Background: an optimization exercise with open tools, aiming at small area, a short achievable clock period and few clock cycles per item. Do not read the settings as production practice.
Where RTL was checked, it was by simulation tests only, not by an equivalence proof against the original.
Only the layout flow was run in run 1; the RTL was not checked for function there.
Power and IR drop assume default switching activity.

===== design/flow/design.v =====
package srpb_pkg;
  localparam int COUNT_WIDTH = 16;
  localparam int VAL_WIDTH   = 16;
  localparam int CM_CFG_W    = 10;
  localparam int FRAC_BITS   = 10;
  localparam int CFG_IDX_W   = 3;
  localparam int CFG_DATA_W  = 16;
  localparam logic [FRAC_BITS-1:0] DIST_SCALE_Q10 = FRAC_BITS'(878);
  localparam logic [VAL_WIDTH-1:0] ECHO_LAST_INT  = VAL_WIDTH'(56191);
  localparam logic [FRAC_BITS-1:0] ECHO_LAST_FRAC = FRAC_BITS'(146);
  localparam logic [VAL_WIDTH-1:0] RST_TRIGGER_INTERVAL = VAL_WIDTH'(4000);
  localparam logic [CM_CFG_W-1:0]  RST_NEAR_LIMIT_CM    = CM_CFG_W'(10);
  localparam logic [CM_CFG_W-1:0]  RST_FAR_LIMIT_CM     = CM_CFG_W'(100);
  localparam logic [VAL_WIDTH-1:0] RST_NEAR_HALF_PERIOD = VAL_WIDTH'(2000);
  localparam logic [VAL_WIDTH-1:0] RST_FAR_HALF_PERIOD  = VAL_WIDTH'(20000);
  localparam logic [CM_CFG_W-1:0]  RST_TICKS_PER_CM     = CM_CFG_W'(200);
  localparam logic [VAL_WIDTH-1:0] RST_HALF_PERIOD      = VAL_WIDTH'(20000);
  typedef enum logic [CFG_IDX_W-1:0] {
    CFG_TRIGGER_INTERVAL = 3'd0,
    CFG_NEAR_LIMIT_CM    = 3'd1,
    CFG_FAR_LIMIT_CM     = 3'd2,
    CFG_NEAR_HALF_PERIOD = 3'd3,
    CFG_FAR_HALF_PERIOD  = 3'd4,
    CFG_TICKS_PER_CM     = 3'd5
  } srpb_cfg_idx_t;
  typedef struct packed {
    logic action;
    logic echo_level;
  } srpb_item_t;
  typedef struct packed {
    logic                 trigger_out;
    logic                 led_out;
    logic [VAL_WIDTH-1:0] distance_cm;
    logic                 distance_new;
  } srpb_result_t;
endpackage
module srpb_mul (
  input  logic [srpb_pkg::VAL_WIDTH-1:0] acc,
  input  logic [srpb_pkg::CM_CFG_W-1:0]  a,
  input  logic                           bit_i,
  output logic [srpb_pkg::VAL_WIDTH-1:0] sum,
  output logic                           ovf
);
  localparam int VW = srpb_pkg::VAL_WIDTH;
  logic carry;
  assign {carry, sum} = {1'b0, acc[VW-2:0], 1'b0} + {1'b0, VW'(bit_i ? a : '0)};
  assign ovf          = acc[VW-1] || carry;
endmodule
module sonar_range_proximity_blinker_unit (
  input  logic                                clk,
  input  logic                                rst,
  input  logic                                item_valid,
  output logic                                item_stall,
  input  srpb_pkg::srpb_item_t                item,
  output logic                                result_valid,
  input  logic                                result_stall,
  output srpb_pkg::srpb_result_t              result,
  input  logic                                cfg_valid,
  output logic                                cfg_ready,
  input  logic [srpb_pkg::CFG_IDX_W-1:0]      cfg_index,
  input  logic [srpb_pkg::CFG_DATA_W-1:0]     cfg_data
);
  localparam int CW = srpb_pkg::COUNT_WIDTH;
  localparam int VW = srpb_pkg::VAL_WIDTH;
  localparam int FB = srpb_pkg::FRAC_BITS;
  localparam int KW = srpb_pkg::CM_CFG_W;
  logic [VW-1:0] trigger_interval;
  logic [KW-1:0] near_limit_cm;
  logic [KW-1:0] far_limit_cm;
  logic [VW-1:0] near_half_period;
  logic [VW-1:0] far_half_period;
  logic [KW-1:0] ticks_per_cm;
  logic [CW-1:0] trigger_next;   
  logic          pulse_pending;
  logic          trigger_level;
  logic [VW-1:0] echo_int;       
  logic [FB-1:0] echo_frac;      
  logic [VW-1:0] distance_cm;
  logic [VW-1:0] half_period;
  logic          half_ovf;       
  logic [CW-1:0] blink_next;     
  logic          led_state;
  logic          distance_new;
  logic          h_tick;
  logic          h_rise;
  logic          h_fall;
  logic          e_valid;
  srpb_pkg::srpb_item_t e_item;
  logic          stall_q;        
  logic          pending;        
  logic          rv_q;           
  logic [3:0]    scale_left;     
  logic          busy;           
  logic          scale_bit;      
  logic          push;
  logic          res_ok;
  logic          proc;
  logic          do_tick;
  logic          do_rise;
  logic          do_fall;
  logic          head_free;
  srpb_pkg::srpb_item_t nh_item;
  logic          nh_valid;
  logic [CW-1:0] trigger_inc;
  logic [CW-1:0] blink_inc;
  logic          trigger_hit;
  logic          blink_hit;
  logic          echo_last;
  logic          echo_carry;
  logic          near_hit;
  logic          mid_hit;
  logic          will_scale;
  logic [3:0]    tpc_msb;
  logic          tpc_msb_bit;
  logic          scale_bit_next;
  logic [VW-1:0] scale_sum;
  logic          scale_ovf;
  logic          busy_next;
  logic          pending_next;
  assign cfg_ready    = 1'b1;
  assign item_stall   = stall_q;
  assign result_valid = rv_q;
  assign result       = {trigger_level, led_state, distance_cm, distance_new};
  assign res_ok  = !(pending && result_stall);
  assign proc    = (h_tick || h_rise || h_fall) && !busy && res_ok;
  assign do_tick = h_tick && !busy && res_ok;
  assign do_rise = h_rise && !busy && res_ok;
  assign do_fall = h_fall && !busy && res_ok;
  assign push      = item_valid && !stall_q;
  assign head_free = !(h_tick || h_rise || h_fall) || proc;
  assign nh_valid  = e_valid || push;
  assign nh_item   = e_valid ? e_item : item;
  assign trigger_inc = trigger_next + CW'(1);
  assign blink_inc   = blink_next + CW'(1);
  assign trigger_hit = trigger_next >= trigger_interval;
  assign blink_hit   = half_ovf ? (blink_next == '1) : (blink_next >= half_period);
  assign echo_carry = echo_frac >= FB'(1024 - 878);
  assign echo_last  = (echo_int == srpb_pkg::ECHO_LAST_INT) &&
                      (echo_frac == srpb_pkg::ECHO_LAST_FRAC);
  assign near_hit = (echo_int[VW-1:KW] == '0) &&
                    ({echo_int[KW-1:0], |echo_frac} <= {near_limit_cm, 1'b0});
  assign mid_hit  = (echo_int[VW-1:KW] == '0) && (echo_int[KW-1:0] < far_limit_cm);
  always_comb begin
    tpc_msb     = 4'd0;
    tpc_msb_bit = 1'b0;
    for (int i = 1; i < KW; i++) begin
      if (ticks_per_cm[i]) begin
        tpc_msb     = 4'(i);
        tpc_msb_bit = ticks_per_cm[i-1];
      end
    end
  end
  assign will_scale = !near_hit && mid_hit && (tpc_msb != 4'd0);
  always_comb begin
    scale_bit_next = 1'b0;
    for (int i = 0; i < KW - 1; i++) begin
      if (scale_left == 4'(i + 2)) scale_bit_next = ticks_per_cm[i];
    end
    if (!busy) scale_bit_next = tpc_msb_bit;
  end
  srpb_mul u_mul (
    .acc   (half_period),
    .a     (distance_cm[KW-1:0]),
    .bit_i (scale_bit),
    .sum   (scale_sum),
    .ovf   (scale_ovf)
  );
  assign busy_next    = busy ? (scale_left != 4'd1) : (do_fall && will_scale);
  assign pending_next = proc || (pending && !(rv_q && !result_stall));
  always_ff @(posedge clk) begin
    if (rst) begin
      trigger_interval <= srpb_pkg::RST_TRIGGER_INTERVAL;
      near_limit_cm    <= srpb_pkg::RST_NEAR_LIMIT_CM;
      far_limit_cm     <= srpb_pkg::RST_FAR_LIMIT_CM;
      near_half_period <= srpb_pkg::RST_NEAR_HALF_PERIOD;
      far_half_period  <= srpb_pkg::RST_FAR_HALF_PERIOD;
      ticks_per_cm     <= srpb_pkg::RST_TICKS_PER_CM;
    end else if (cfg_valid) begin
      case (cfg_index)
        srpb_pkg::CFG_TRIGGER_INTERVAL: trigger_interval <= cfg_data;
        srpb_pkg::CFG_NEAR_LIMIT_CM:    near_limit_cm    <= cfg_data[KW-1:0];
        srpb_pkg::CFG_FAR_LIMIT_CM:     far_limit_cm     <= cfg_data[KW-1:0];
        srpb_pkg::CFG_NEAR_HALF_PERIOD: near_half_period <= cfg_data;
        srpb_pkg::CFG_FAR_HALF_PERIOD:  far_half_period  <= cfg_data;
        srpb_pkg::CFG_TICKS_PER_CM:     ticks_per_cm     <= cfg_data[KW-1:0];
        default: ;
      endcase
    end
  end
  always_ff @(posedge clk) begin
    if (rst) begin
      trigger_next  <= CW'(1);
      pulse_pending <= 1'b0;
      trigger_level <= 1'b0;
      echo_int      <= '0;
      echo_frac     <= '0;
      distance_cm   <= '0;
      half_period   <= srpb_pkg::RST_HALF_PERIOD;
      half_ovf      <= 1'b0;
      blink_next    <= CW'(1);
      led_state     <= 1'b0;
      distance_new  <= 1'b0;
      h_tick        <= 1'b0;
      h_rise        <= 1'b0;
      h_fall        <= 1'b0;
      e_valid       <= 1'b0;
      stall_q       <= 1'b0;
      pending       <= 1'b0;
      rv_q          <= 1'b0;
      scale_left    <= '0;
      busy          <= 1'b0;
    end else begin
      if (do_tick) begin
        trigger_next  <= trigger_hit ? CW'(1) : trigger_inc;
        pulse_pending <= trigger_hit;
        trigger_level <= trigger_hit || (trigger_level && !pulse_pending);
        blink_next    <= blink_hit ? CW'(1) : blink_inc;
        led_state     <= led_state ^ blink_hit;
        if (echo_last) begin
          echo_int  <= '0;
          echo_frac <= '0;
        end else begin
          if (echo_carry) echo_int <= echo_int + VW'(1);
          echo_frac <= echo_frac + srpb_pkg::DIST_SCALE_Q10;
        end
      end
      if (do_rise) begin
        echo_int  <= '0;
        echo_frac <= '0;
      end
      if (proc) distance_new <= do_fall;
      if (do_fall) begin
        distance_cm <= echo_int;
        if (near_hit)                half_period <= near_half_period;
        else if (!mid_hit)           half_period <= far_half_period;
        else if (ticks_per_cm == '0) half_period <= '0;
        else                         half_period <= echo_int;
        half_ovf <= 1'b0;
        scale_left <= tpc_msb;
      end
      if (busy) begin
        half_period <= scale_sum;
        half_ovf    <= half_ovf || scale_ovf;
        scale_left  <= scale_left - 4'd1;
      end
      busy    <= busy_next;
      pending <= pending_next;
      rv_q    <= pending_next && !busy_next;
      if (head_free) begin
        h_tick  <= nh_valid && !nh_item.action;
        h_rise  <= nh_valid && nh_item.action && nh_item.echo_level;
        h_fall  <= nh_valid && nh_item.action && !nh_item.echo_level;
        e_valid <= e_valid && push;
        stall_q <= e_valid && push;
      end else begin
        e_valid <= e_valid || push;
        stall_q <= e_valid || push;
      end
    end
  end
  always_ff @(posedge clk) begin
    if (push && (e_valid || !head_free)) e_item <= item;
    scale_bit <= scale_bit_next;
  end
endmodule

===== design/flow/flow/run.sh =====
#!/bin/bash
# The standard layout, with the port buffers made from plain buffers
# (sky130_fd_sc_hd__buf_2) instead of the delay cell buffer_ports picks by default
set -euo pipefail
bash standard.sh "BUFFER_PORTS_ARGS=-buffer_cell sky130_fd_sc_hd__buf_2" finish > flow.log 2>&1

===== design/flow/standard.sh =====
#!/bin/bash
# synth_recipe.tcl (not shown) runs the flow's synth.tcl, then flattens the netlist and writes it again
# the make line also repeats each setting of config.mk as NAME=value (left out here)
make -C /OpenROAD-flow-scripts/flow DESIGN_CONFIG=/design/flow/config.mk WORK_HOME=/design/flow/orfs CLKGATE_MAP_FILE= SYNTH_SCRIPT=/design/flow/synth_recipe.tcl "${@:-finish}"

===== design/flow/config.mk =====
export PLATFORM = sky130hd
export DESIGN_NAME = sonar_range_proximity_blinker_unit
export DESIGN_NICKNAME = sonar_range_proximity_blinker_unit
export VERILOG_FILES = /design/flow/design.v
export SDC_FILE = /design/flow/constraint.sdc
export NUM_CORES = 4
export LEC_CHECK = 0
export ABC_CLOCK_PERIOD_IN_PS = 2000
export CAP_MARGIN = 20
export CORE_MARGIN = 2
export CORE_UTILIZATION = 40
export CTS_BUF_LIST = sky130_fd_sc_hd__clkbuf_4 sky130_fd_sc_hd__clkbuf_8
export SETUP_SLACK_MARGIN = 4.3
export SLEW_MARGIN = 20

===== design/flow/constraint.sdc =====
create_clock -name core_clock -period 7.0 [get_ports {clk}]
set_input_delay 1.4000 -clock core_clock [delete_from_list [all_inputs] [get_ports {clk}]]
set_output_delay 1.4000 -clock core_clock [all_outputs]
set_load 0.01 [all_outputs]

==> results.ini, run 1 <==
[outcome]
outcome=complete, no violations

[grt]
overflow=0
use_met3=0.0300
track_usage=0.206
grtUsageMet1=0.286
grt_max_degree=61
grt_pass1_wl_um=42500
grt-busiest-layer=met2
antenna_found_initial=0
grtUsageMet2=0.335
grt_pass1_vias=7886

[power]
p_per_area_nw_per_um2=192
switchingPower_mw=0.539
comb_power_share=0.089
p_leak_nw=4.12
p_sw_frac=0.260
vdd_drop_max_mv=0.117
power_mw=2.07
p_seq_frac=0.538
clock_power_share=0.373
p_int_mw=1.54

[place]
io_buffers=46
dp_hpwl_um=19100
dp.cells=1537
finalWeightedCongestion=0.857
pre_cts_slack_ns=3.30

[die]
die_area_sq_um=25700
core_sq_um=24200
fp.dieW_um=160
die_h_um=160
start_util=0.405
std_cell_rows=57
io_pins=48

[critical_path]
cp-start-kind=input pin
critPathKind=in2reg
cpPeakStageDelay_ns=0.39
worstReg2RegStart=scale_bit
arrival_ns=3.00
r2r-end=half_period[9]
critPathSlowestCell=inv_4
r2r_setup_slack_ns=4.40
worst-r2r-cell-count=9
crit_chain=buf_6 -> inv_4 -> nand2_1 -> o21bai_2 -> buf_4 -> a211oi_1
end_kind=flip-flop
crit_required_ns=7.38
path_max_fanout=53

[timing]
setup_ws_ns=4.38
timing.setup.tns_ns=0
clock_skew_ns=0.0187
max_freq_ghz=0.381
fin_crit_ns=2.62
finalSetupViolCount=0
tightest_slew_ns=0.994
rsz0062_at_grt=true
finalCritPeriodShare=0.375
hold_viol=0
final-max-slew-violation-count=0
slew_headroom=0.332

[routing]
drc=0
drtPass1Iterations=5
num_vias=8484
avgRoutedWirePerCell_um=17.0
wl_um=26600
drtIter0Drc=620
vias_per_cell=5.41
postRouteAntennaNets=0

[final_layout]
multi_input_area_sq_um=5680
fillCellCount=2425
drive_gt1_frac=0.0980
syn_to_final_growth_pct=10.6
finalNonFillerCells=1569
diodes=0
fin_util=0.447
nets=1328
seq_area_sq_um=3750

[synth]
synth_compound_area_frac=0.182
ys.flop_type=dfxtp_1
synth_edf_count=2
ys_async_sr_fraction=0
avgSynthCellArea_sq_um=8.03
muxShareOfSynthArea=0.0123
synthAdderAreaFrac=0.0890
synthSimpleGateAreaFrac=0.225
synth_top_area_cell=dfxtp_1
synth_fp_nets=1314
yosys_warnings=1
netlist_area_sq_um=9780
ys_ff_latch=186
syn_inst=1219
synth_most_common_cell=nand2_1
synth-xor-area-share=0.0555
synth_top_area_share=0.376
synthDistinctLibCells=74
synth_top_family_by_area=simple AND/OR/NAND/NOR gates
netlist_top_cells_count=nand2_1 (232), dfxtp_1 (184), a21oi_1 (102)
synth_area_leaders=dfxtp_1 (38%), nand2_1 (8.9%), ha_1 (8.7%)
ys_seq_area_frac=0.383

[cts]
path_clk_slew_ns=0.09
cts_tree=done
cts.sinks=186
ctsHoldBuffers=0
cts_made_buffers=17
insertion_delay_ns=0.46
root_buffer=clkbuf_8
cts_buffer_depth=2
ctsHtreeMaxLevel=4

[flow_run]
cap_violations=0

[min_path]
hold_depth=2
min_path_type=reg2reg
hp-start=near_half_period[13]
min_to=near_half_period[13]

[worst max path at each step]
| stage | startpoint | end | slack, ns | cells past startpoint |
|---|---|---|---|---|
| floorplan | cfg_index[1] | far_limit_cm[4] | 4.30 | 6 |
| global placement | result_stall | trigger_next[1] | 3.34 | 5 |
| detailed placement | result_stall | trigger_next[1] | 3.30 | 5 |
| CTS | result_stall | trigger_next[14] | 4.25 | 7 |
| global route | scale_bit | half_period[9] | 4.18 | 9 |
| finish | rst | echo_frac[2] | 4.38 | 6 |
[final cells by class]
type / instances / share of cell area
multi-input combinational: 902 / 0.525
sequential: 186 / 0.347
tap: 324 / 0.0375
timing repair buffer: 53 / 0.0267
clock buffer: 22 / 0.0263
inverter: 73 / 0.0257
clock inverter: 9 / 0.0125
[cell usage in the layout (no fill, tap or decap), drive strengths merged, types with 12 or more instances in the layout]
| cell type | instances |
|---|---|
| nand2 | 232 |
| dfxtp | 184 |
| a21oi | 102 |
| nor2 | 91 |
| inv | 75 |
| ha | 68 |
| buf | 53 |
| nand3 | 40 |
| xnor2 | 39 |
| a211oi | 33 |
| nor3 | 31 |
| o21ai | 28 |
| xor2 | 23 |
| clkbuf | 22 |
| o211ai | 21 |
| and2 | 20 |
| nand4 | 19 |
| mux2i | 12 |
[routing by layer]
layer | up-vias | routed length [um]
met3 | 25 | 1190
met1 | 3988 | 12700
li1 | 4269 | -
met5 | - | 0
met2 | 202 | 12300
met4 | 0 | 444
[cells by family (layout without fill, tap and decap cells)]
group,Yosys count,count (layout)
adders and majority gates,69,69
xor gates and xnor gates,62,62
AOI/OAI and AO/OA,269,269
and+or+nand+nor,489,489
DFF,186,186
buffers and inverters,131,157
other,1,1
muxes,12,12
[critical path: cells and delay by family]
| family | cells | cell delay [ns] |
|---|---|---|
| buffers and inverters | 3 | 0.82 |
| AND/OR/NAND/NOR | 1 | 0.21 |
| AO/OA/AOI/OAI | 2 | 0.51 |
[power groups by stage]
stage               Clock, mW  Combinational (mW)  Sequential, mW
finish                  0.775               0.184            1.12
floorplan                   0               0.125            1.13
global route            0.831               0.204            1.12
global placement            0               0.177            1.14
detailed placement          0               0.178            1.14
CTS                     0.796               0.182            1.12
[per-stage QoR]
stage,hold slack [ns],area [sq um]
6_report,0.460,10800
5_1_grt,0.479,10800
4_1_cts,0.460,10800
3_5_place_dp,0.447,10300
3_3_place_gp,0.443,10300
2_1_floorplan,0.433,9820
[flip-flops by register name (all words and copies together), names as in the netlist, 2 cells and up]
name              cells
half_period          16
distance_cm          16
e_item                2
echo_int             16
near_limit_cm        10
far_half_period      16
echo_frac             9
scale_left            4
near_half_period     16
ticks_per_cm         10
trigger_interval     16
far_limit_cm         10
trigger_next         16
blink_next           16
[timing repair]
item	CTS	global route
pin swaps	0	2
endpoints found under the setup margin	66	49
resized for setup	16	12
setup buffers	0	1
==> run 2, diff against run 1 <==
--- a/design/flow/design.v
+++ b/design/flow/design.v
@@ -23,6 +23,19 @@
     CFG_FAR_HALF_PERIOD  = 3'd4,
     CFG_TICKS_PER_CM     = 3'd5
   } srpb_cfg_idx_t;
+  function automatic logic ge16(input logic [15:0] a, input logic [15:0] b);
+    logic [15:0] g;
+    logic [15:0] t;
+    g = a & ~b;
+    t = a | ~b;
+    for (int n = 16; n > 1; n = n / 2) begin
+      for (int k = 0; k < n / 2; k++) begin
+        g[k] = g[2*k+1] | (t[2*k+1] & g[2*k]);
+        t[k] = t[2*k+1] & t[2*k];
+      end
+    end
+    ge16 = g[0] | t[0];
+  endfunction
   typedef struct packed {
     logic action;
     logic echo_level;
@@ -132,14 +145,15 @@
   assign nh_item   = e_valid ? e_item : item;
   assign trigger_inc = trigger_next + CW'(1);
   assign blink_inc   = blink_next + CW'(1);
-  assign trigger_hit = trigger_next >= trigger_interval;
-  assign blink_hit   = half_ovf ? (blink_next == '1) : (blink_next >= half_period);
+  assign trigger_hit = srpb_pkg::ge16(trigger_next, trigger_interval);
+  assign blink_hit   = half_ovf ? (blink_next == '1) : srpb_pkg::ge16(blink_next, half_period);
   assign echo_carry = echo_frac >= FB'(1024 - 878);
   assign echo_last  = (echo_int == srpb_pkg::ECHO_LAST_INT) &&
                       (echo_frac == srpb_pkg::ECHO_LAST_FRAC);
   assign near_hit = (echo_int[VW-1:KW] == '0) &&
-                    ({echo_int[KW-1:0], |echo_frac} <= {near_limit_cm, 1'b0});
-  assign mid_hit  = (echo_int[VW-1:KW] == '0) && (echo_int[KW-1:0] < far_limit_cm);
+                    srpb_pkg::ge16(VW'({near_limit_cm, 1'b0}), VW'({echo_int[KW-1:0], |echo_frac}));
+  assign mid_hit  = (echo_int[VW-1:KW] == '0) &&
+                    !srpb_pkg::ge16(VW'(echo_int[KW-1:0]), VW'(far_limit_cm));
   always_comb begin
     tpc_msb     = 4'd0;
     tpc_msb_bit = 1'b0;
--- a/design/flow/config.mk
+++ b/design/flow/config.mk
@@ -9,6 +9,7 @@
 export CAP_MARGIN = 20
 export CORE_MARGIN = 2
 export CORE_UTILIZATION = 40
-export CTS_BUF_LIST = sky130_fd_sc_hd__clkbuf_4 sky130_fd_sc_hd__clkbuf_8
+export CTS_BUF_LIST = sky130_fd_sc_hd__clkbuf_8
+export PLACE_DENSITY = 0.75
 export SETUP_SLACK_MARGIN = 4.3
 export SLEW_MARGIN = 20
==> run 2 against run 1 <==
Compared with the run above:
- cell area shrank 1.8%
- fmax shrank 1.0%
- clock-buffer cell count shrank 4
- clock skew shrank 0.0065 ns
- first-iteration DRC count grew 42%
- sequential power is essentially flat
- largest power group unchanged
==> results.ini, run 2 <==
[cts]
ctsHtreeMaxLevel=4
cts_made_buffers=17
ctsHoldBuffers=0
path_clk_slew_ns=0.09
root_buffer=clkbuf_8
cts.sinks=186
cts_buffer_depth=2
insertion_delay_ns=0.49
cts_tree=done

[critical_path]
crit_required_ns=7.37
end_kind=flip-flop
critPathKind=in2reg
cp-start-kind=input pin
arrival_ns=3.02
path_max_fanout=5

[synth]
ys_async_sr_fraction=0
synthDistinctLibCells=74
yosys_warnings=1
avgSynthCellArea_sq_um=7.67
synth_top_area_share=0.394
synth_most_common_cell=nand2_1
ys_seq_area_frac=0.401
synth_area_leaders=dfxtp_1 (39%), nand2_1 (10%), a21oi_1 (6.4%)
synth_fp_nets=1262
synth_edf_count=2
synth_top_area_cell=dfxtp_1
netlist_area_sq_um=9340
ys.flop_type=dfxtp_1
syn_inst=1218
ys_ff_latch=186
netlist_top_cells_count=nand2_1 (260), dfxtp_1 (184), a21oi_1 (120)

[routing]
num_vias=8683
drtPass1Iterations=6
wl_um=25400
postRouteAntennaNets=0
drtIter0Drc=881
vias_per_cell=5.49
drc=0
avgRoutedWirePerCell_um=16.1

[final_layout]
final_common_cell=nand2_1
syn_to_final_growth_pct=13.8
nets=1301
final_cell_mix=nand2_1 (259), dfxtp_1 (179), a21oi_1 (118)
diodes=0
fin_area_sq_um=10600
finalNonFillerCells=1582
fillCellCount=2228
fin_util=0.466
drive_gt1_frac=0.120

[grt]
antenna_found_initial=0
grt_pass1_vias=7776
grt_pass1_wl_um=40100
overflow=0
track_usage=0.205
grt_max_degree=99

[place]
pre_cts_slack_ns=3.44
finalWeightedCongestion=0.939
dp.cells=1522
dpl_cell_area_sq_um=9770
io_buffers=46
dp_hpwl_um=17300

[die]
io_pins=48
die_h_um=157
die_area_sq_um=24600
core_sq_um=22800
fp.dieW_um=157
std_cell_rows=55
start_util=0.410

[timing]
rsz0062_at_grt=true
max_freq_ghz=0.377
timing.setup.tns_ns=0
slew_headroom=0.304
tightest_slew_ns=1.04
clock_skew_ns=0.0122
setup_ws_ns=4.35
fin_crit_ns=2.65
final-max-slew-violation-count=0
hold_slack_ns=0.456
finalCritPeriodShare=0.379
finalSetupViolCount=0
hold_viol=0

[power]
power_mw=2.09
vdd_drop_max_mv=0.149
p_leak_nw=3.97
p_per_area_nw_per_um2=197

[outcome]
outcome=complete, no violations

[min_path]
min_path_type=reg2reg

[flow_run]
cap_violations=0

run 2: changes by cell type after synthesis, moves of 9 or more:
cell,before,now
a211oi_1,33,7
a21oi_1,102,120
ha_1,68,17
mux2i_1,12,3
nand2_1,232,260
nand3_1,40,26
nand3b_1,5,23
nor2_1,91,113
nor2b_1,7,18
nor3_1,31,17
o211ai_1,21,7
o21a_1,11,1
o22ai_1,2,18
run 2: path summary, 6_finish.rpt:
| check | startpoint | end | slack (ns) | cells past startpoint |
|---|---|---|---|---|
| hold / removal | distance_cm[10] | distance_cm[10] | 0.46 | 2 |
| hold reg to reg | distance_cm[10] | distance_cm[10] | 0.46 | 2 |
| setup / recovery | result_stall | blink_next[13] | 4.35 | 10 |
| setup reg to reg | scale_bit | half_period[12] | 4.37 | 10 |
run 2: cell type report:
| type | count | area [sq um] | share of cell area |
|---|---|---|---|
| multi-input cells | 905 | 5240 | 0.493 |
| flip-flops and latches | 186 | 3750 | 0.353 |
| repair buffers | 81 | 541 | 0.0509 |
| well taps | 313 | 392 | 0.0369 |
| clock buffers | 18 | 248 | 0.0233 |
| inverters | 66 | 248 | 0.0233 |
| clock inverters | 13 | 203 | 0.0191 |
run 2: repair_timing:
action                                 in CTS  in global routing
endpoints found under the hold margin       0                  0
pin swaps                                   8                 19
setup buffers                              14                 13
cloned                                      1                  1
setup endpoints to repair                  46                 44
resized for setup                          19                 29
run 2: cell families after synthesis:
| family | synth area share |
|---|---|
| and+or+nand+nor | 0.268 |
| AOI/OAI and AO/OA | 0.185 |
| DFF | 0.401 |
| buffers and inverters | 0.0560 |
| xor gates and xnor gates | 0.0516 |
| adders and majority gates | 0.0350 |
| muxes | 0.00322 |
| other | 0.000402 |
run 2: metal layers:
layer	vias up	track usage	routed length, um
li1	4251	-	-
met2	288	0.330	11800
met5	-	0	0
met3	44	0.0324	1480
met4	0	0.0712	634
met1	4100	0.278	11500
run 2: report_power, final:
part	internal, mW	total [mW]	switching, mW
combinational	0.0646	0.166	0.101
clock	0.430	0.817	0.387
sequential	1.08	1.11	0.0267
total	1.58	2.09	0.515
run 2: critical path, cell delays in order:
cell and delay [ns]:
buf_8 0.10, a21oi_4 0.18, and2_4 0.18, buf_12 0.10
nand4_1 0.16, nor3_4 0.26, and4_4 0.27, nand4_1 0.09
xnor2_1 0.14, nor2b_1 0.12
Testbench counts of run 2, summed over its fixed seeds: cycles 96,228, items 96,000.
==> run 3, diff against run 2 <==
--- a/design/flow/config.mk
+++ b/design/flow/config.mk
@@ -10,6 +10,6 @@
 export CORE_MARGIN = 2
 export CORE_UTILIZATION = 40
 export CTS_BUF_LIST = sky130_fd_sc_hd__clkbuf_8
-export PLACE_DENSITY = 0.75
+export PLACE_DENSITY = 0.95
 export SETUP_SLACK_MARGIN = 4.3
 export SLEW_MARGIN = 20
==> run 3 against run 2 <==
Compared with the run above:
- still clean
- worst hold slack worse by 0.0011 ns
- cell area down 1.4%
- synthesized cell count unchanged
==> results.ini, run 3 <==
[synth]
synthDistinctLibCells=74
synth_edf_count=2
syn_inst=1218
synth_top_area_share=0.394
synth_fp_nets=1262
netlist_top_cells_count=nand2_1 (260), dfxtp_1 (184), a21oi_1 (120)
ys_seq_area_frac=0.401
ys_async_sr_fraction=0
avgSynthCellArea_sq_um=7.67
netlist_area_sq_um=9340
synth_top_area_cell=dfxtp_1
ys_ff_latch=186
synth_area_leaders=dfxtp_1 (39%), nand2_1 (10%), a21oi_1 (6.4%)
synth_most_common_cell=nand2_1
ys.flop_type=dfxtp_1
yosys_warnings=1

[timing]
finalSetupViolCount=0
max_freq_ghz=0.368
hold_viol=0
clock_skew_ns=0.00999
fin_crit_ns=2.72
tightest_slew_ns=1.03
final-max-slew-violation-count=0
rsz0062_at_grt=true
finalCritPeriodShare=0.389
setup_ws_ns=4.28
timing.setup.tns_ns=0
slew_headroom=0.310

[final_layout]
drive_gt1_frac=0.109
final_common_cell=nand2_1
final_cell_mix=nand2_1 (260), dfxtp_1 (181), a21oi_1 (119)
syn_to_final_growth_pct=12.2
nets=1295
fin_util=0.460
diodes=0

[critical_path]
crit_required_ns=7.37
crit_chain=buf_2 -> a21oi_4 -> and2_4 -> buf_12 -> nand4_1 -> nor3_2 -> and4_4 -> nand4_1 -> xnor2_1 -> nor2b_1
r2r_setup_slack_ns=4.33
cp-start-kind=input pin
path_max_fanout=7
critPathKind=in2reg
crit_top_cell=nand4_1
arrival_ns=3.09
end_kind=flip-flop
r2r-end=half_period[5]
cpPeakStageDelay_ns=0.28
worst-r2r-cell-count=8
critPathSlowestCell=and4_4
worstReg2RegStart=echo_frac[1]

[min_path]
hp-start=trigger_interval[0]
min_path_type=reg2reg
hold_depth=2
min_to=trigger_interval[0]

[cts]
insertion_delay_ns=0.48
cts.sinks=186
cts_tree=done
cts_buffer_depth=2
cts_made_buffers=17
ctsHtreeMaxLevel=4
root_buffer=clkbuf_8
path_clk_slew_ns=0.09
ctsHoldBuffers=0

[routing]
num_vias=8986
drtIter0Drc=958
drtPass1Iterations=8
wl_um=25500
vias_per_cell=5.70
drc=0
avgRoutedWirePerCell_um=16.2
postRouteAntennaNets=0

[place]
pre_cts_slack_ns=3.41
io_buffers=46
dp_hpwl_um=17300
finalWeightedCongestion=0.870

[die]
io_pins=48
start_util=0.410
core_sq_um=22800
die_area_sq_um=24600
fp.dieW_um=157
std_cell_rows=55
die_h_um=157

[outcome]
outcome=complete, no violations

[power]
p_per_area_nw_per_um2=191
vdd_drop_max_mv=0.115
p_leak_nw=3.90

[flow_run]
cap_violations=0

[grt]
antenna_found_initial=0
grt_max_degree=107
grt_pass1_wl_um=40400
overflow=0
grt_pass1_vias=8340
track_usage=0.204

[run 3: cell counts after synthesis]
No cell type changed its count.
[run 3: layout make-up]
class	instances	area, sq um
Inverter	66	248
Multi-Input combinational cell	904	5180
Sequential cell	186	3750
Timing Repair Buffer	76	508
Clock inverter	11	121
Clock buffer	20	275
Fill cell	2080	12300
Tap cell	313	392
[run 3: kinds of logic (layout without fill, tap and decap cells)]
logic type               Yosys count  after routing  share of synthesized area
XOR/XNOR                          55             55                     0.0516
multiplexers                       3              3                    0.00322
adder cells (fa/ha/maj)           27             27                     0.0350
AO/OA/AOI/OAI                    273            273                      0.185
buffers and inverters            128            173                     0.0560
AND/OR/NAND/NOR                  545            545                      0.268
other                              1              1                   0.000402
flip-flops                       186            186                      0.401
[run 3: worst max path at each step]
stage	cells after the start	endpoint	start
6_report	10	blink_next[13]	result_stall
5_1_grt	10	blink_next[13]	result_stall
4_1_cts	10	blink_next[13]	result_stall
3_5_place_dp	10	blink_next[13]	result_stall
3_3_place_gp	10	blink_next[13]	result_stall
2_1_floorplan	9	blink_next[13]	result_stall
[run 3: metrics by stage]
step	std cells	instance area, sq um	hold WS, ns	power (mW)
floorplan	1218	9370	0.429	1.23
global placement	1523	9780	0.441	1.27
detailed placement	1523	9780	0.442	1.28
CTS	1562	10300	0.455	1.99
global route	1576	10500	0.473	2.07
finish	1576	10500	0.455	2.00
[run 3: critical path: cells and delay by family]
family | cells | cell delay (ns)
and+or+nand+nor | 6 | 1.10
buffers and inverters | 2 | 0.23
AOI/OAI and AO/OA | 1 | 0.21
xor gates and xnor gates | 1 | 0.14
[run 3: report_power, final]
part           internal [mW]  leakage, nW  switching [mW]  total, mW
clock network          0.344        0.211           0.381      0.725
registers               1.08         1.51          0.0268       1.11
logic                 0.0627         2.18           0.101      0.163
[run 3: layer usage]
layer	GRT usage	up-vias	routed length (um)
met3	0.0410	104	2160
met2	0.338	464	11900
met4	0.108	0	1150
met1	0.249	4175	10200
li1	-	4243	-
met5	0	-	0
[run 3: what timing repair did]
action                     4_1_cts  5_1_grt
setup buffers                    8       13
pin swaps                        5        8
resized for setup               13       18
gates cloned                     0        1
setup endpoints to repair       33       31
==> run 4, diff against run 3 <==
--- a/design/flow/config.mk
+++ b/design/flow/config.mk
@@ -8,8 +8,8 @@
 export ABC_CLOCK_PERIOD_IN_PS = 2000
 export CAP_MARGIN = 20
 export CORE_MARGIN = 2
-export CORE_UTILIZATION = 40
+export CORE_UTILIZATION = 60
 export CTS_BUF_LIST = sky130_fd_sc_hd__clkbuf_8
-export PLACE_DENSITY = 0.95
+export PLACE_DENSITY = 0.9
 export SETUP_SLACK_MARGIN = 4.3
 export SLEW_MARGIN = 20
==> run 4 against run 3 <==
Compared with the run above:
- still clean
- synthesized cell count did not move
- worst hold slack improved by 0.0021 ns
- power fell by 1.4%
- sequential share of layout area rose by 0.45 points
- fmax fell by 2.2%
- sequential power barely moved
- via count barely moved
- clock-buffer cell count fell by 1
- critical endpoint is now half_period[2]
- largest cell class unchanged
- highest routed layer unchanged
==> results.ini, run 4 <==
[outcome]
outcome=complete, no violations

[synth]
ys_ff_latch=186
syn_inst=1218
netlist_area_sq_um=9340
ys_async_sr_fraction=0
synth_fp_nets=1262
netlist_top_cells_count=nand2_1 (260), dfxtp_1 (184), a21oi_1 (120)
synth_top_area_cell=dfxtp_1
ys.flop_type=dfxtp_1
synthDistinctLibCells=74
synth_area_leaders=dfxtp_1 (39%), nand2_1 (10%), a21oi_1 (6.4%)
synth_most_common_cell=nand2_1
synth_edf_count=2
yosys_warnings=1
synth_top_area_share=0.394
ys_seq_area_frac=0.401
avgSynthCellArea_sq_um=7.67

[final_layout]
final_cell_mix=nand2_1 (259), dfxtp_1 (181), a21oi_1 (118)
fillCellCount=1193
seq_area_sq_um=3750
final_common_cell=nand2_1
nets=1300
diodes=0
syn_to_final_growth_pct=10.9
multi_input_area_sq_um=5220
drive_gt1_frac=0.114

[critical_path]
critPathKind=reg2reg
path_max_fanout=8
worst-r2r-cell-count=7
r2r-end=half_period[2]
arrival_ns=3.12
cp-start-kind=flip-flop
worstReg2RegStart=echo_frac[1]
r2r_setup_slack_ns=4.22
end_kind=flip-flop
crit_required_ns=7.33

[routing]
postRouteAntennaNets=0
drtIter0Drc=981
drtPass1Iterations=7
drc=0
avgRoutedWirePerCell_um=17.2
vias_per_cell=6.17
wl_um=24900
num_vias=8978

[timing]
finalCritPeriodShare=0.397
setup_ws_ns=4.22
final-max-slew-violation-count=0
timing.setup.tns_ns=0
hold_viol=0
finalSetupViolCount=0
max_freq_ghz=0.360
slew_headroom=0.285
rsz0062_at_grt=true
fin_crit_ns=2.78
tightest_slew_ns=1.07
clock_skew_ns=0.0118

[die]
die_h_um=129
fp.dieW_um=129
core_sq_um=15200
die_area_sq_um=16600
start_util=0.614
io_pins=48
std_cell_rows=45

[cts]
path_clk_slew_ns=0.09
cts_buffer_depth=2
cts.sinks=186
root_buffer=clkbuf_8
cts_made_buffers=17
ctsHtreeMaxLevel=4
insertion_delay_ns=0.48
cts_tree=done
ctsHoldBuffers=0

[power]
vdd_drop_max_mv=0.139
p_leak_nw=3.92
power_mw=1.97
p_per_area_nw_per_um2=190

[grt]
grt_max_degree=90
antenna_found_initial=0
track_usage=0.287
grt_pass1_wl_um=38200
overflow=0
grt_pass1_vias=7981

[place]
io_buffers=46
pre_cts_slack_ns=3.40
dp_hpwl_um=16300
finalWeightedCongestion=0.934

[min_path]
min_path_type=reg2reg
hp-start=trigger_interval[0]
hold_depth=2
min_to=trigger_interval[0]

[flow_run]
cap_violations=0

==> run 4: cell counts after synthesis <==
No cell type changed its count.
==> run 4: report_power, final <==
part	internal, mW	switching [mW]
registers	1.08	0.0270
clock network	0.326	0.366
logic	0.0665	0.102
==> run 4: kinds of logic (layout without fill, tap and decap cells) <==
logic type,Yosys count,after routing,share of synthesized area
xor gates and xnor gates,55,55,0.0516
and+or+nand+nor,545,545,0.268
AOI/OAI and AO/OA,273,273,0.185
muxes,3,3,0.00322
other,1,1,0.000402
buffers and inverters,128,175,0.0560
adders and majority gates,27,28,0.0350
DFF,186,186,0.401
==> run 4: worst max path at each step <==
stage	start	slack, ns	endpoint
after floorplan	result_stall	4.05	blink_next[13]
after global placement	result_stall	3.47	echo_int[13]
after detailed placement	result_stall	3.40	echo_int[13]
after CTS	echo_frac[1]	4.30	half_period[7]
after global routing	echo_frac[1]	4.19	half_period[13]
final	echo_frac[1]	4.22	half_period[2]
==> run 4: routing by layer <==
layer | vias to the layer above | routed length [um] | global-route usage
met5 | - | 0 | 0
met1 | 4189 | 10400 | 0.373
met4 | 0 | 915 | 0.118
met3 | 82 | 1930 | 0.0541
met2 | 442 | 11700 | 0.472
li1 | 4265 | - | -
==> run 4: metrics by stage <==
step           instances  hold slack, ns  area [sq um]   util
2_1_floorplan       1218           0.429          9370      -
3_3_place_gp        1396           0.439          9610  0.632
3_5_place_dp        1396           0.444          9610  0.632
4_1_cts             1433           0.456         10100  0.663
5_1_grt             1454           0.484         10400  0.681
6_report            1454           0.457         10400  0.681
==> run 4: critical path, stage by stage (launching register included) <==
cell and delay [ns]:
dfxtp_4 0.37, or3_4 0.39, nor4b_4 0.39, o21ai_1 0.11, a32o_2 0.30, maj3_4 0.43
o32ai_1 0.47, o22ai_1 0.18
==> run 4: area by class of cell <==
class	instances	share of cell area
clock buffers	19	0.0253
well taps	188	0.0227
flip-flops and latches	186	0.362
inverters	66	0.0239
clock inverters	10	0.0103
multi-input cells	905	0.504
repair buffers	80	0.0514
==> run 4: timing repair <==
action	4_1_cts	5_1_grt
gates resized for setup	15	26
pin swaps	6	15
endpoints found under the setup margin	57	31
cloned	0	2
buffers inserted	8	19
==> run 5, diff against run 4 <==
--- a/design/flow/config.mk
+++ b/design/flow/config.mk
@@ -8,8 +8,10 @@
 export ABC_CLOCK_PERIOD_IN_PS = 2000
 export CAP_MARGIN = 20
 export CORE_MARGIN = 2
-export CORE_UTILIZATION = 60
+export CORE_UTILIZATION = 40
 export CTS_BUF_LIST = sky130_fd_sc_hd__clkbuf_8
-export PLACE_DENSITY = 0.9
+export CTS_CLUSTER_DIAMETER = 80
+export CTS_CLUSTER_SIZE = 30
+export PLACE_DENSITY = 0.85
 export SETUP_SLACK_MARGIN = 4.3
 export SLEW_MARGIN = 20
==> run 5 against run 4 <==
Compared with the run above:
- via count is 2.2% lower
- sequential cell count stayed put
- register-to-register slack better by 0.14 ns
- clock-buffer cell count is 1 lower
- routed wire length is 1.1% lower
- global-route usage is 8.9 points lower
- critical path type unchanged
- worst setup slack better by 0.14 ns
- synthesized cell count stayed put
- largest power group unchanged
- worst hold slack hardly changed
- power is 1.5% higher
- final cell count is 8.0% higher
==> results.ini, run 5 <==
[final_layout]
drive_gt1_frac=0.107
fillCellCount=2116
nets=1289
fin_util=0.459
final_common_cell=nand2_1
final_cell_mix=nand2_1 (259), dfxtp_1 (182), a21oi_1 (118)
finalNonFillerCells=1571
diodes=0
syn_to_final_growth_pct=12.0

[synth]
avgSynthCellArea_sq_um=7.67
syn_inst=1218
synthDistinctLibCells=74
ys_ff_latch=186
ys_async_sr_fraction=0
yosys_warnings=1
netlist_top_cells_count=nand2_1 (260), dfxtp_1 (184), a21oi_1 (120)
synth_edf_count=2
synth_fp_nets=1262
ys.flop_type=dfxtp_1
ys_seq_area_frac=0.401
netlist_area_sq_um=9340
synth_area_leaders=dfxtp_1 (39%), nand2_1 (10%), a21oi_1 (6.4%)
synth_top_area_cell=dfxtp_1
synth_top_area_share=0.394
synth_most_common_cell=nand2_1

[cts]
path_clk_slew_ns=0.10
ctsHoldBuffers=0
cts_buffer_depth=2
cts.sinks=186
insertion_delay_ns=0.48
cts_made_buffers=17
root_buffer=clkbuf_8
cts_tree=done
ctsHtreeMaxLevel=4

[critical_path]
arrival_ns=3.05
worst-r2r-cell-count=9
end_kind=flip-flop
cpPeakStageDelay_ns=0.43
critPathSlowestCell=maj3_4
path_max_fanout=8
crit_chain=or3_4 -> nor4b_4 -> o21ai_1 -> a32o_2 -> maj3_4 -> nor2_8 -> buf_12 -> a21boi_2 -> a221oi_2
r2r-end=half_period[13]
critPathKind=reg2reg
cp-start-kind=flip-flop
r2r_setup_slack_ns=4.35
crit_required_ns=7.40
worstReg2RegStart=echo_frac[1]

[power]
p_seq_frac=0.554
vdd_drop_max_mv=0.126
p_int_mw=1.45
p_sw_frac=0.274
comb_power_share=0.080
clock_power_share=0.365
p_per_area_nw_per_um2=191
power_mw=2.00
switchingPower_mw=0.549
p_leak_nw=3.87

[die]
die_area_sq_um=24600
core_sq_um=22800
start_util=0.410
std_cell_rows=55
fp.dieW_um=157
io_pins=48
die_h_um=157

[timing]
hold_slack_ns=0.456
rsz0062_at_grt=true
max_freq_ghz=0.378
slew_headroom=0.289
finalSetupViolCount=0
hold_viol=0
clock_skew_ns=0.0127
timing.setup.tns_ns=0
fin_crit_ns=2.65
tightest_slew_ns=1.07
finalCritPeriodShare=0.378
final-max-slew-violation-count=0

[place]
dp_hpwl_um=16800
finalWeightedCongestion=0.902
io_buffers=46
dp.cells=1521

[grt]
track_usage=0.198
grt_max_degree=82
grt_pass1_wl_um=39400
antenna_found_initial=0
grt_pass1_vias=7989
overflow=0

[routing]
drc=0
drtIter0Drc=917
drtPass1Iterations=7
num_vias=8777
vias_per_cell=5.59
avgRoutedWirePerCell_um=15.7
wl_um=24700
postRouteAntennaNets=0

[min_path]
min_to=far_limit_cm[9]
min_path_type=reg2reg
hp-start=far_limit_cm[9]
hold_depth=2

[outcome]
outcome=complete, no violations

[flow_run]
cap_violations=0

-- run 5: kinds of logic (layout without fill, tap and decap cells) --
kind of cell               count (synthesis)  in the layout  share of synthesized area
and+or+nand+nor                          545            545                      0.268
AOI/OAI and AO/OA                        273            273                      0.185
DFF                                      186            186                      0.401
buffers and inverters                    128            167                     0.0560
xor gates and xnor gates                  55             55                     0.0516
adders and majority gates                 27             28                     0.0350
muxes                                      3              3                    0.00322
other                                      1              1                   0.000402
-- run 5: final cells by class --
type	instances	area, sq um	area share
multi-input cells	905	5200	0.497
flip-flops and latches	186	3750	0.359
repair buffers	69	467	0.0446
well taps	313	392	0.0374
clock buffers	18	248	0.0237
inverters	66	248	0.0237
clock inverters	14	158	0.0151
-- run 5: worst max-delay path, delay by kind of cell, from the launching register on --
family	cells	cell delay [ns]
compound gates	4	0.69
fa+ha+maj	1	0.43
buf+inv	1	0.14
flops	1	0.38
simple gates	3	0.91
-- run 5: power groups by stage --
stage / Sequential [mW] / Combinational, mW / Clock [mW]
2_1_floorplan: 1.13 / 0.103 / 0
3_3_place_gp: 1.13 / 0.141 / 0
3_5_place_dp: 1.13 / 0.145 / 0
4_1_cts: 1.11 / 0.150 / 0.738
5_1_grt: 1.11 / 0.177 / 0.781
6_report: 1.11 / 0.161 / 0.731
-- run 5: how the worst max path moves through the flow --
stage            startpoint               to  slack [ns]  cells after the start
4_1_cts        result_stall   blink_next[13]        4.31                     10
3_5_place_dp   result_stall     echo_int[13]        3.37                      9
3_3_place_gp   result_stall     echo_int[13]        3.47                      9
6_report       echo_frac[1]  half_period[13]        4.35                      9
5_1_grt           scale_bit   half_period[9]        4.26                     13
2_1_floorplan  result_stall   blink_next[13]        4.05                      9
-- run 5: repair_timing --
action	4_1_cts	5_1_grt
setup endpoints to repair	53	28
setup buffers	6	10
hold endpoints to repair	0	0
cloned	0	2
pin swaps	5	11
resized for setup	13	21
-- run 5: stage by stage --
stage,setup WS (ns),area (sq um)
floorplan,4.05,9370
global placement,3.47,9760
detailed placement,3.37,9760
CTS,4.31,10300
global route,4.26,10500
finish,4.35,10500
-- run 5: routing by layer --
layer,vias to the layer above,global-route usage,wire length (um)
li1,4224,-,-
met1,4103,0.258,10600
met2,382,0.320,11500
met3,68,0.0385,1790
met4,0,0.0817,754
met5,-,0,0
==> run 6, diff against run 5 <==
--- a/design/flow/config.mk
+++ b/design/flow/config.mk
@@ -10,8 +10,6 @@
 export CORE_MARGIN = 2
 export CORE_UTILIZATION = 40
 export CTS_BUF_LIST = sky130_fd_sc_hd__clkbuf_8
-export CTS_CLUSTER_DIAMETER = 80
-export CTS_CLUSTER_SIZE = 30
 export PLACE_DENSITY = 0.85
-export SETUP_SLACK_MARGIN = 4.3
+export SETUP_SLACK_MARGIN = 4.55
 export SLEW_MARGIN = 20
==> run 6 against run 5 <==
Compared with the run above:
- still clean on timing, DRC and antenna
- core utilization grew 1.5 points
- cell area grew 3.3%
- global-route usage grew 0.64 points
- sequential power is essentially flat
- sequential cell count is the same
- fmax grew 1.9%
- non-clock buffer count grew 7
- clock-buffer cell count grew 2
- clock power grew 2%
- first-iteration DRC count shrank 19%
- largest cell class unchanged
==> results.ini, run 6 <==
[cts]
cts_made_buffers=17
ctsHoldBuffers=0
ctsHtreeMaxLevel=4
cts_buffer_depth=2
insertion_delay_ns=0.49
cts_tree=done
path_clk_slew_ns=0.09
root_buffer=clkbuf_8
cts.sinks=186

[synth]
synth_top_area_cell=dfxtp_1
synth_most_common_cell=nand2_1
synth_top_area_share=0.394
ys_async_sr_fraction=0
synthDistinctLibCells=74
yosys_warnings=1
netlist_top_cells_count=nand2_1 (260), dfxtp_1 (184), a21oi_1 (120)
syn_inst=1218
synth_fp_nets=1262
netlist_area_sq_um=9340
synth_edf_count=2
avgSynthCellArea_sq_um=7.67
ys.flop_type=dfxtp_1
ys_seq_area_frac=0.401
synth_area_leaders=dfxtp_1 (39%), nand2_1 (10%), a21oi_1 (6.4%)
ys_ff_latch=186

[power]
p_per_area_nw_per_um2=188
p_leak_nw=4.00
power_mw=2.03
vdd_drop_max_mv=0.141

[flow_run]
cap_violations=0

[timing]
slew_headroom=0.293
timing.setup.tns_ns=0
max_freq_ghz=0.385
final-max-slew-violation-count=0
hold_viol=0
fin_crit_ns=2.60
finalSetupViolCount=0
clock_skew_ns=0.0197
tightest_slew_ns=1.06
hold_slack_ns=0.457
rsz0062_at_grt=true
setup_ws_ns=4.40
finalCritPeriodShare=0.371

[final_layout]
final_common_cell=nand2_1
multi_input_area_sq_um=5420
syn_to_final_growth_pct=15.7
final_cell_mix=nand2_1 (257), dfxtp_1 (170), a21oi_1 (116)
fin_area_sq_um=10800
seq_area_sq_um=3770
diodes=0
nets=1297
drive_gt1_frac=0.148
fillCellCount=2074

[critical_path]
end_kind=flip-flop
path_max_fanout=7
r2r_setup_slack_ns=4.40
arrival_ns=2.97
crit_required_ns=7.37
critPathKind=reg2reg
cp-start-kind=flip-flop

[die]
start_util=0.410
core_sq_um=22800
die_h_um=157
io_pins=48
die_area_sq_um=24600
std_cell_rows=55
fp.dieW_um=157

[routing]
avgRoutedWirePerCell_um=16.3
wl_um=25800
vias_per_cell=5.61
num_vias=8864
drc=0
drtIter0Drc=747
postRouteAntennaNets=0
drtPass1Iterations=6

[grt]
grt_max_degree=87
grt_pass1_vias=8261
track_usage=0.204
antenna_found_initial=0
overflow=0
grt_pass1_wl_um=40200

[place]
dpl_cell_area_sq_um=9790
io_buffers=46
finalWeightedCongestion=0.885
dp_hpwl_um=16700
pre_cts_slack_ns=3.47

[min_path]
min_path_type=reg2reg

[outcome]
outcome=complete, no violations

## run 6: cell counts after synthesis
No cell type changed its count.
## run 6: path summary, 6_finish.rpt
kind,startpoint,end,depth (start not counted)
max,echo_frac[1],half_period[5],8
min,distance_cm[15],distance_cm[15],2
max reg2reg,echo_frac[1],half_period[5],8
min reg2reg,distance_cm[15],distance_cm[15],2
## run 6: per-stage QoR
step,util,std cells
finish,0.474,1579
global route,0.474,1579
global placement,0.430,1521
CTS,0.463,1573
floorplan,-,1218
detailed placement,0.430,1521
## run 6: worst max-delay path: stages, from the launching register on
cell and delay, ns:
dfxtp_4 0.36, or3_4 0.40, nor4b_4 0.31, o21ai_1 0.10, a32o_2 0.31, maj3_4 0.42
buf_4 0.17, o32ai_1 0.31, o21ai_1 0.10
## run 6: power by group
part / internal (mW) / total [mW] / switching, mW
Combinational: 0.0702 / 0.174 / 0.104
Clock: 0.350 / 0.745 / 0.395
Sequential: 1.08 / 1.11 / 0.0270
## run 6: kinds of logic after synthesis
logic type      after synthesis  share of synthesized area
other cells                   1                   0.000402
buf+inv                     128                     0.0560
compound gates              273                      0.185
simple gates                545                      0.268
xor+xnor                     55                     0.0516
fa+ha+maj                    27                     0.0350
flops                       186                      0.401
mux                           3                    0.00322
## run 6: cell type report
class,instances,area share
timing repair buffer,76,0.0523
tap,313,0.0362
multi-input combinational,906,0.502
clock buffer,20,0.0255
clock inverter,12,0.0127
sequential,186,0.349
inverter,66,0.0229
## run 6: repair_timing
item | in CTS | in global routing
gates cloned | 2 | 1
pin swaps | 15 | 39
endpoints found under the hold margin | 0 | 0
gates resized for setup | 49 | 49
buffers inserted | 18 | 5
setup endpoints to repair | 73 | 80
## run 6: metal layers
metal	vias up	global-route usage	routed length, um	share of wire
met5	-	0	0	0
met4	0	0.107	1030	0.040
met3	79	0.0415	1620	0.063
met2	341	0.341	12400	0.48
met1	4211	0.248	10800	0.42
li1	4233	-	-	-
==> run 7, diff against run 6 <==
--- a/design/flow/config.mk
+++ b/design/flow/config.mk
@@ -10,6 +10,6 @@
 export CORE_MARGIN = 2
 export CORE_UTILIZATION = 40
 export CTS_BUF_LIST = sky130_fd_sc_hd__clkbuf_8
-export PLACE_DENSITY = 0.85
-export SETUP_SLACK_MARGIN = 4.55
+export PLACE_DENSITY = 0.9
+export SETUP_SLACK_MARGIN = 4.4
 export SLEW_MARGIN = 20
==> run 7 against run 6 <==
Compared with the run above:
- still clean on timing, DRC and antenna
- clock skew fell by 0.012 ns
- final cell count is 0.32% higher
- cell area fell by 2.1%
- routed wire length increased by 0.21%
- sequential power barely moved
- via count increased by 2.4%
- fmax shrank 2.8%
- die area stayed put
- worst setup slack worse by 0.074 ns
- sequential share of layout area grew 0.58 points
==> results.ini, run 7 <==
[routing]
avgRoutedWirePerCell_um=16.3
drtIter0Drc=1188
drtPass1Iterations=5
vias_per_cell=5.73
num_vias=9074
wl_um=25900
postRouteAntennaNets=0
drc=0

[die]
start_util=0.410
die_area_sq_um=24600
die_h_um=157
io_pins=48
std_cell_rows=55
fp.dieW_um=157
core_sq_um=22800

[power]
p_leak_nw=3.93
p_per_area_nw_per_um2=183
vdd_drop_max_mv=0.130

[outcome]
outcome=complete, no violations

[grt]
antenna_found_initial=0
grt_max_degree=110
grt_pass1_wl_um=40600
grt_pass1_vias=8344
overflow=0
track_usage=0.205

[timing]
max_freq_ghz=0.374
clock_skew_ns=0.00737
finalSetupViolCount=0
finalCritPeriodShare=0.382
hold_slack_ns=0.458
rsz0062_at_grt=true
final-max-slew-violation-count=0
fin_crit_ns=2.67
hold_viol=0
tightest_slew_ns=0.781
timing.setup.tns_ns=0
slew_headroom=0.478

[final_layout]
nets=1304
diodes=0
fin_area_sq_um=10600
final_cell_mix=nand2_1 (260), dfxtp_1 (179), a21oi_1 (115)
finalNonFillerCells=1584
final_common_cell=nand2_1
fin_util=0.465
seq_area_sq_um=3750
fillCellCount=2119
drive_gt1_frac=0.130
multi_input_area_sq_um=5280
syn_to_final_growth_pct=13.3

[critical_path]
arrival_ns=3.08
path_max_fanout=12
end_kind=flip-flop
critPathKind=in2reg
crit_required_ns=7.41
cp-start-kind=input pin

[cts]
insertion_delay_ns=0.47
cts_tree=done
cts.sinks=186
cts_made_buffers=17
path_clk_slew_ns=0.09
root_buffer=clkbuf_8
ctsHtreeMaxLevel=4
cts_buffer_depth=2

[synth]
synth_top_area_share=0.394
synth_area_leaders=dfxtp_1 (39%), nand2_1 (10%), a21oi_1 (6.4%)
ys_seq_area_frac=0.401
synth_edf_count=2
synthDistinctLibCells=74
netlist_area_sq_um=9340
syn_inst=1218
ys.flop_type=dfxtp_1
synth_most_common_cell=nand2_1
synth_fp_nets=1262
ys_async_sr_fraction=0
avgSynthCellArea_sq_um=7.67
ys_ff_latch=186
synth_top_area_cell=dfxtp_1
netlist_top_cells_count=nand2_1 (260), dfxtp_1 (184), a21oi_1 (120)
yosys_warnings=1

[min_path]
min_path_type=reg2reg

[flow_run]
cap_violations=0

[place]
dpl_cell_area_sq_um=9780
dp.cells=1523
io_buffers=46
finalWeightedCongestion=0.884
dp_hpwl_um=17300

-- run 7: cells by family (layout without fill, tap and decap cells) --
| logic type | after synthesis | after routing | synth area share |
|---|---|---|---|
| fa+ha+maj | 27 | 28 | 0.0350 |
| simple gates | 545 | 545 | 0.268 |
| flops | 186 | 186 | 0.401 |
| buf+inv | 128 | 180 | 0.0560 |
| compound gates | 273 | 273 | 0.185 |
| xor+xnor | 55 | 55 | 0.0516 |
| mux | 3 | 3 | 0.00322 |
| other cells | 1 | 1 | 0.000402 |
-- run 7: timing repair --
item | 4_1_cts | 5_1_grt
endpoints found under the setup margin | 49 | 44
pin swaps | 9 | 20
gates resized for setup | 21 | 36
buffers inserted | 17 | 12
hold buffers | 0 | 0
gates cloned | 1 | 1
-- run 7: report_power, final --
group / leakage [nW] / internal, mW / switching, mW
Sequential: 1.51 / 1.08 / 0.0263
Combinational: 2.24 / 0.0668 / 0.103
Clock: 0.179 / 0.275 / 0.378
Total: 3.93 / 1.43 / 0.508
-- run 7: layout make-up --
cell class	instances	area share
Timing Repair Buffer	84	0.0546
Tap cell	313	0.0370
Inverter	66	0.0234
Clock buffer	17	0.0221
Sequential cell	186	0.355
Multi-Input combinational cell	905	0.498
Clock inverter	13	0.00993
-- run 7: layer usage --
metal  GRT usage  vias to the layer above  part of all wire
met2       0.331                      438              0.47
met1       0.263                     4287              0.42
met4       0.102                        0             0.037
met3      0.0346                       90             0.078
met5           0                        -                 0
li1            -                     4259                 -
-- run 7: final timing paths --
| kind | startpoint | depth (start not counted) | slack (ns) | to |
|---|---|---|---|---|
| worst max-delay path | result_stall | 10 | 4.33 | echo_int[5] |
| worst min-delay path | near_half_period[15] | 2 | 0.46 | near_half_period[15] |
| worst max register to register | echo_frac[1] | 9 | 4.42 | half_period[13] |
| worst min register to register | near_half_period[15] | 2 | 0.46 | near_half_period[15] |
-- run 7: per-stage QoR --
step / setup WS (ns) / total power, mW
6_report: 4.33 / 1.93
5_1_grt: 4.27 / 2.00
4_1_cts: 4.32 / 1.92
3_5_place_dp: 3.54 / 1.28
3_3_place_gp: 3.57 / 1.27
2_1_floorplan: 4.05 / 1.23
-- run 7: critical path, stage by stage --
cell,delay (ns)
buf_6,0.10
a21oi_4,0.19
buf_6,0.13
nand2_1,0.07
buf_8,0.17
a21oi_4,0.17
nand4_1,0.16
buf_4,0.20
or3_1,0.33
a21oi_2,0.15
==> run 8, diff against run 7 <==
--- a/design/flow/config.mk
+++ b/design/flow/config.mk
@@ -10,6 +10,6 @@
 export CORE_MARGIN = 2
 export CORE_UTILIZATION = 40
 export CTS_BUF_LIST = sky130_fd_sc_hd__clkbuf_8
-export PLACE_DENSITY = 0.9
+export PLACE_DENSITY = 0.8
 export SETUP_SLACK_MARGIN = 4.4
 export SLEW_MARGIN = 20
==> run 8 against run 7 <==
Compared with the run above:
- still clean on timing, DRC and antenna
- area after synthesis is the same
- non-clock buffer count shrank 6
- sequential power is essentially flat
- cell area grew 0.13%
- largest power group unchanged
==> results.ini, run 8 <==
[routing]
avgRoutedWirePerCell_um=16.1
postRouteAntennaNets=0
vias_per_cell=5.55
drtPass1Iterations=8
wl_um=25300
drtIter0Drc=980
num_vias=8765
drc=0

[critical_path]
crit_required_ns=7.44
cpPeakStageDelay_ns=0.43
critPathKind=reg2reg
critPathSlowestCell=maj3_4
crit_buf_inv=0
cp-start-kind=flip-flop
arrival_ns=3.04
end_kind=flip-flop
path_max_fanout=8
crit_chain=or3_4 -> nor4b_4 -> o21ai_1 -> a32o_2 -> maj3_4 -> nor2_8 -> o32a_1 -> and2_1
crit_family=simple AND/OR/NAND/NOR gates

[cts]
cts_made_buffers=17
ctsHoldBuffers=0
root_buffer=clkbuf_8
cts_buffer_depth=2
path_clk_slew_ns=0.10
cts_tree=done
ctsHtreeMaxLevel=4
insertion_delay_ns=0.49
cts.sinks=186

[timing]
finalSetupViolCount=0
finalCritPeriodShare=0.371
slew_headroom=0.486
tightest_slew_ns=0.771
rsz0062_at_grt=true
setup_ws_ns=4.41
final-max-slew-violation-count=0
hold_viol=0
timing.setup.tns_ns=0
fin_crit_ns=2.59
max_freq_ghz=0.385
clock_skew_ns=0.0163

[die]
core_sq_um=22800
fp.dieW_um=157
std_cell_rows=55
die_h_um=157
die_area_sq_um=24600
io_pins=48
start_util=0.410

[final_layout]
diodes=0
fin_area_sq_um=10600
syn_to_final_growth_pct=13.5
fillCellCount=2169
fin_util=0.465
multi_input_area_sq_um=5290
drive_gt1_frac=0.126
nets=1298
final_common_cell=nand2_1
seq_area_sq_um=3750
final_cell_mix=nand2_1 (260), dfxtp_1 (180), a21oi_1 (118)

[synth]
syn_inst=1218
synthDistinctLibCells=74
synth_edf_count=2
netlist_top_cells_count=nand2_1 (260), dfxtp_1 (184), a21oi_1 (120)
synth_most_common_cell=nand2_1
avgSynthCellArea_sq_um=7.67
yosys_warnings=1
synth_area_leaders=dfxtp_1 (39%), nand2_1 (10%), a21oi_1 (6.4%)
ys_ff_latch=186
ys_seq_area_frac=0.401
synth_fp_nets=1262
synth_top_area_share=0.394
ys.flop_type=dfxtp_1
synth_top_area_cell=dfxtp_1
netlist_area_sq_um=9340
ys_async_sr_fraction=0

[power]
p_leak_nw=3.94
p_per_area_nw_per_um2=190
vdd_drop_max_mv=0.124

[place]
dp_hpwl_um=17000
io_buffers=46
dpl_cell_area_sq_um=9780
finalWeightedCongestion=0.903
pre_cts_slack_ns=3.47

[outcome]
outcome=complete, no violations

[flow_run]
cap_violations=0

[grt]
grt_pass1_vias=7904
grt_pass1_wl_um=40000
overflow=0
track_usage=0.204
antenna_found_initial=0
grt_max_degree=109

[min_path]
min_path_type=reg2reg

-- run 8: cell count changes in the layout (fill, tap and decap cells not counted), sizes merged --
cell	delta
clkinvlp	-2
inv	-1
clkbuf	-1
bufinv	+2
buf	-5
clkinv	+1
-- run 8: layer usage --
layer,part of all wire,vias to the layer above,wire length (um),global-route usage
met4,0.020,0,511,0.0651
met1,0.46,4143,11500,0.278
met5,0,-,0,0
met3,0.063,45,1590,0.0349
li1,-,4245,-,-
met2,0.46,332,11700,0.327
-- run 8: report_power, final --
group | switching [mW] | total [mW] | internal, mW
combinational | 0.102 | 0.167 | 0.0655
sequential | 0.0261 | 1.11 | 1.08
clock | 0.388 | 0.735 | 0.347
-- run 8: what timing repair did --
action                                  CTS  global route
gates cloned                              1             1
endpoints found under the setup margin   41            51
resized for setup                        24            35
setup buffers                             9            14
pin swaps                                12            22
-- run 8: kinds of logic (layout without fill, tap and decap cells) --
group / count (synthesis) / count (layout) / synth area share
AOI/OAI and AO/OA: 273 / 273 / 0.185
xor gates and xnor gates: 55 / 55 / 0.0516
adders and majority gates: 27 / 28 / 0.0350
buffers and inverters: 128 / 174 / 0.0560
DFF: 186 / 186 / 0.401
muxes: 3 / 3 / 0.00322
other: 1 / 1 / 0.000402
and+or+nand+nor: 545 / 545 / 0.268
-- run 8: final cells by class --
class	count	share of cell area
clock buffer	17	0.0221
clock inverter	13	0.0145
inverter	66	0.0234
multi-input combinational	905	0.499
sequential	186	0.354
tap	313	0.0370
timing repair buffer	78	0.0495
-- run 8: worst reg2reg max path: cells and delay by family (launching register included) --
kind / cells / cell delay [ns]
adder cells (fa/ha/maj): 1 / 0.43
AO/OA/AOI/OAI: 3 / 0.69
AND/OR/NAND/NOR: 4 / 1.06
flip-flops: 1 / 0.36
-- run 8: path summary, 6_finish.rpt --
| path | from | end | slack [ns] | cells after the start |
|---|---|---|---|---|
| max | echo_frac[1] | rv_q | 4.41 | 8 |
| min | trigger_interval[0] | trigger_interval[0] | 0.45 | 2 |
| max reg2reg | echo_frac[1] | rv_q | 4.41 | 8 |
| min reg2reg | trigger_interval[0] | trigger_interval[0] | 0.45 | 2 |
-- run 8: stage by stage --
stage	power, mW	instances	hold WS [ns]
final	2.01	1578	0.455
after global routing	2.09	1578	0.477
after CTS	2.00	1563	0.457
after detailed placement	1.28	1523	0.445
after global placement	1.28	1523	0.439
after floorplan	1.23	1218	0.429

## static timing again, ports no longer ideal
How much do the figures lean on ideal ports? The routed layouts below were timed once more, with nothing changed but the port constraints. Step 1 assumes that a clkbuf_16 drives the clock port and a buf_2 every other input. Step 2 times the ports against the registers' clock, not the clock port: input delays grow and output delays shrink by t, the midpoint of the rising clock arrivals with the driver on. Three values: no drivers, after step 1, after step 2; two values: the first two.
run	t (ns)	slack for setup (ns)	worst register clock-pin slew, ns	cell pins on the clock port's net
run 1	0.502	4.377 / 4.392 / 3.890	0.10 / 0.10	1
run 2	0.519	4.350 / 4.350 / 3.831	0.10 / 0.10	1
run 3	0.520	4.279 / 4.299 / 3.779	0.09 / 0.09	1
run 4	0.508	4.219 / 4.219 / 3.743	0.09 / 0.09	1
run 5	0.518	4.354 / 4.354 / 3.873	0.11 / 0.11	1
run 6	0.524	4.402 / 4.402 / 3.929	0.10 / 0.10	1
run 7	0.506	4.328 / 4.332 / 3.826	0.09 / 0.09	1
run 8	0.521	4.406 / 4.406 / 3.889	0.10 / 0.10	1
After both steps setup and hold are still met in every run listed. The setup slack of run 2, which loses most, moves by 0.000 ns with the drivers and by -0.519 ns with both steps.
